This is an optimization exercise on Yosys and OpenROAD, whose aim is small area, a short achievable clock period and few clock cycles per item, not a production implementation. In this exercise RTL edits were held to simulation tests only and were not proved equivalent to the original.

## alpha
==> flow/design.v (excerpt) <==
module fc_layer_top (
    input  wire logic              clk,
    input  wire logic              rstn,
    input  wire logic              in_valid,
    input  wire logic [WORD_W-1:0] in_data,
    output logic                   out_valid,
    output logic      [WORD_W-1:0] out_data
);
export LEC_CHECK = 0
export CAP_MARGIN = 20
export CORE_MARGIN = 2
export CORE_UTILIZATION = 55
export CTS_BUF_LIST = sky130_fd_sc_hd__clkbuf_16
export CTS_CLUSTER_DIAMETER = 80
export CTS_CLUSTER_SIZE = 20
export PLACE_DENSITY = 0.6
export SETUP_SLACK_MARGIN = 5
export SLEW_MARGIN = 20
create_clock -name core_clock -period 9.0 [get_ports {clk}]
run.sh (not shown) runs the stock make flow with config.mk's settings and CLKGATE_MAP_FILE= SYNTH_SCRIPT=/design/flow/synth_recipe.tcl, a recipe that flattens the netlist after the stock synthesis.
Testbench counts of alpha, summed over its fixed seeds: cycles 4,992, frames 384.
The following lists how beta was set up differently from alpha:
--- a/flow/config.mk
+++ b/flow/config.mk
@@ -10 +10 @@
-export CORE_UTILIZATION = 55
+export CORE_UTILIZATION = 65
@@ -12,3 +12,3 @@
-export CTS_CLUSTER_DIAMETER = 80
-export CTS_CLUSTER_SIZE = 20
-export PLACE_DENSITY = 0.6
+export CTS_CLUSTER_DIAMETER = 100
+export CTS_CLUSTER_SIZE = 28
+export PLACE_DENSITY = 0.7
--- outcome ---
- The worst setup slack in beta sits 0.0061 ns above the value recorded for alpha.
- Comparing the two runs side by side, beta comes out ahead of alpha on final standard cell area without fillers.
- alpha has a higher final wirelength than beta.
- In terms of maximum achievable frequency, alpha and beta differ only marginally.
- Comparing beta and alpha, wire length on met1 is lower on beta.
- Higher core occupancy in the finished layout was reported by beta, not alpha.
- | proportion of cell area occupied by registers | lower: alpha |
- beta vs alpha: final critical delay including setup and external delays down
- When beta is measured against alpha, its count of non-CTS buffers in the layout turns out 7 higher.
- beta does worse than alpha on total via count after detailed routing.
The following lists how gamma was set up differently from beta:
==> flow/flow/run.sh (new file) <==
#!/bin/bash
# The standard layout (standard.sh, unchanged synthesis and steps), with
# plain buffers instead of delay cells as the port buffers, and a clock tree
# built without dummy loads.
set -euo pipefail
export BUFFER_PORTS_ARGS="-buffer_cell sky130_fd_sc_hd__buf_1"
export CTS_ARGS="-sink_clustering_enable -repair_clock_nets -sink_clustering_size 28 -sink_clustering_max_diameter 100 -buf_list sky130_fd_sc_hd__clkbuf_16 -dont_use_dummy_load"
bash standard.sh > standard.log 2>&1
==> flow/standard.sh (new file) <==
#!/bin/bash
# synth_recipe.tcl (not shown) runs the flow's synth.tcl, then flattens the netlist and writes it again
# the make line also repeats each setting of config.mk as NAME=value (left out here)
make -C /OpenROAD-flow-scripts/flow DESIGN_CONFIG=/design/flow/config.mk WORK_HOME=/design/flow/orfs CLKGATE_MAP_FILE= SYNTH_SCRIPT=/design/flow/synth_recipe.tcl "${@:-finish}"
--- a/flow/config.mk
+++ b/flow/config.mk
@@ -10 +10 @@
-export CORE_UTILIZATION = 65
+export CORE_UTILIZATION = 55
@@ -14 +14 @@
-export PLACE_DENSITY = 0.7
+export PLACE_DENSITY = 0.6
removed: flow/run.sh
==> comparison <==
gamma ended with less final period utilization than beta.
gamma | stages: all done | timing, DRC, antenna: all pass
gamma vs beta — post-layout worst setup margin rose 0.085 ns.
Diff beta -> gamma: maximum frequency went up 0.0056 GHz; proportion of layout cells with a drive suffix above 1 went down 1.9 points.
On via total after detailed routing, beta loses to gamma.
Input-level comparison between delta and gamma:
==> flow/flow/run.sh <==
#!/bin/bash
# The standard layout (standard.sh, unchanged synthesis and steps), with
# plain buffers instead of delay cells as the port buffers.
set -euo pipefail
export BUFFER_PORTS_ARGS="-buffer_cell sky130_fd_sc_hd__buf_1"
bash standard.sh > standard.log 2>&1
--- a/flow/config.mk
+++ b/flow/config.mk
@@ -11,3 +11,3 @@
-export CTS_BUF_LIST = sky130_fd_sc_hd__clkbuf_16
-export CTS_CLUSTER_DIAMETER = 100
-export CTS_CLUSTER_SIZE = 28
+export CTS_BUF_LIST = sky130_fd_sc_hd__clkbuf_8
+export CTS_CLUSTER_DIAMETER = 60
+export CTS_CLUSTER_SIZE = 16
Notes after the runs:
Between gamma and delta, the worst hold slack does not differ in any meaningful way. Routed wire length, gamma and delta, higher one = delta. Against gamma as the reference, delta delivers a lower clock slew seen by the registers of the worst setup and hold paths. Summary of the comparison: share of the core filled with cells is higher in delta, relative to gamma. gamma finished every stage and its layout cleared the timing, design-rule and antenna checks. delta reached the end of the flow, and the finished layout is clean on the timing, design-rule and antenna checks.
For epsilon, these inputs were changed with respect to delta:
--- a/flow/config.mk
+++ b/flow/config.mk
@@ -11,4 +11,4 @@
-export CTS_BUF_LIST = sky130_fd_sc_hd__clkbuf_8
-export CTS_CLUSTER_DIAMETER = 60
-export CTS_CLUSTER_SIZE = 16
-export PLACE_DENSITY = 0.6
+export CTS_BUF_LIST = sky130_fd_sc_hd__clkbuf_16
+export CTS_CLUSTER_DIAMETER = 100
+export CTS_CLUSTER_SIZE = 28
+export PLACE_DENSITY = 0.5
==> comparison <==
Across both runs, met3 wirelength from detailed routing was higher for epsilon than for delta. Higher number of detailed-routing iterations run before antenna repair among delta and epsilon: delta. | remaining max-slew budget at the tightest pin | lower: epsilon |. As far as worst hold slack across all endpoints is concerned, epsilon and delta perform about the same. On sequential cell area in the final layout, epsilon tracks delta almost exactly. Clock period minus worst slack delta for epsilon relative to delta: 0.014 ns higher.

[port drivers added, routing unchanged]
The flow's constraints put no driver on any port. The routed layouts listed below were extracted and timed again, unchanged, in two steps.
Step 1, drivers: a clkbuf_16 drives clk and a buf_2 each remaining input, both assumed.
Step 2, shift: input delay + t, output delay - t, t = (earliest + latest rising clock arrival at the registers) / 2. This alone moves slack from input paths to output paths.
Three values: ideal, step 1, step 2; two values: the first two.
run | t (ns) | setup WS [ns] | clock arrival spread, ns | worst register clock-pin slew, ns
alpha | 0.565 | 5.046 / 4.991 / 5.101 | 0.024 / 0.023 | 0.09 / 0.09
beta | 0.542 | 5.052 / 5.003 / 5.061 | 0.027 / 0.026 | 0.11 / 0.11
gamma | 0.543 | 5.137 / 5.081 / 5.139 | 0.067 / 0.067 | 0.11 / 0.11
delta | 0.641 | 5.131 / 5.079 / 5.172 | 0.044 / 0.043 | 0.10 / 0.10
epsilon | 0.549 | 5.117 / 5.076 / 5.117 | 0.039 / 0.038 | 0.12 / 0.12
After both steps setup and hold are still met in every run listed.
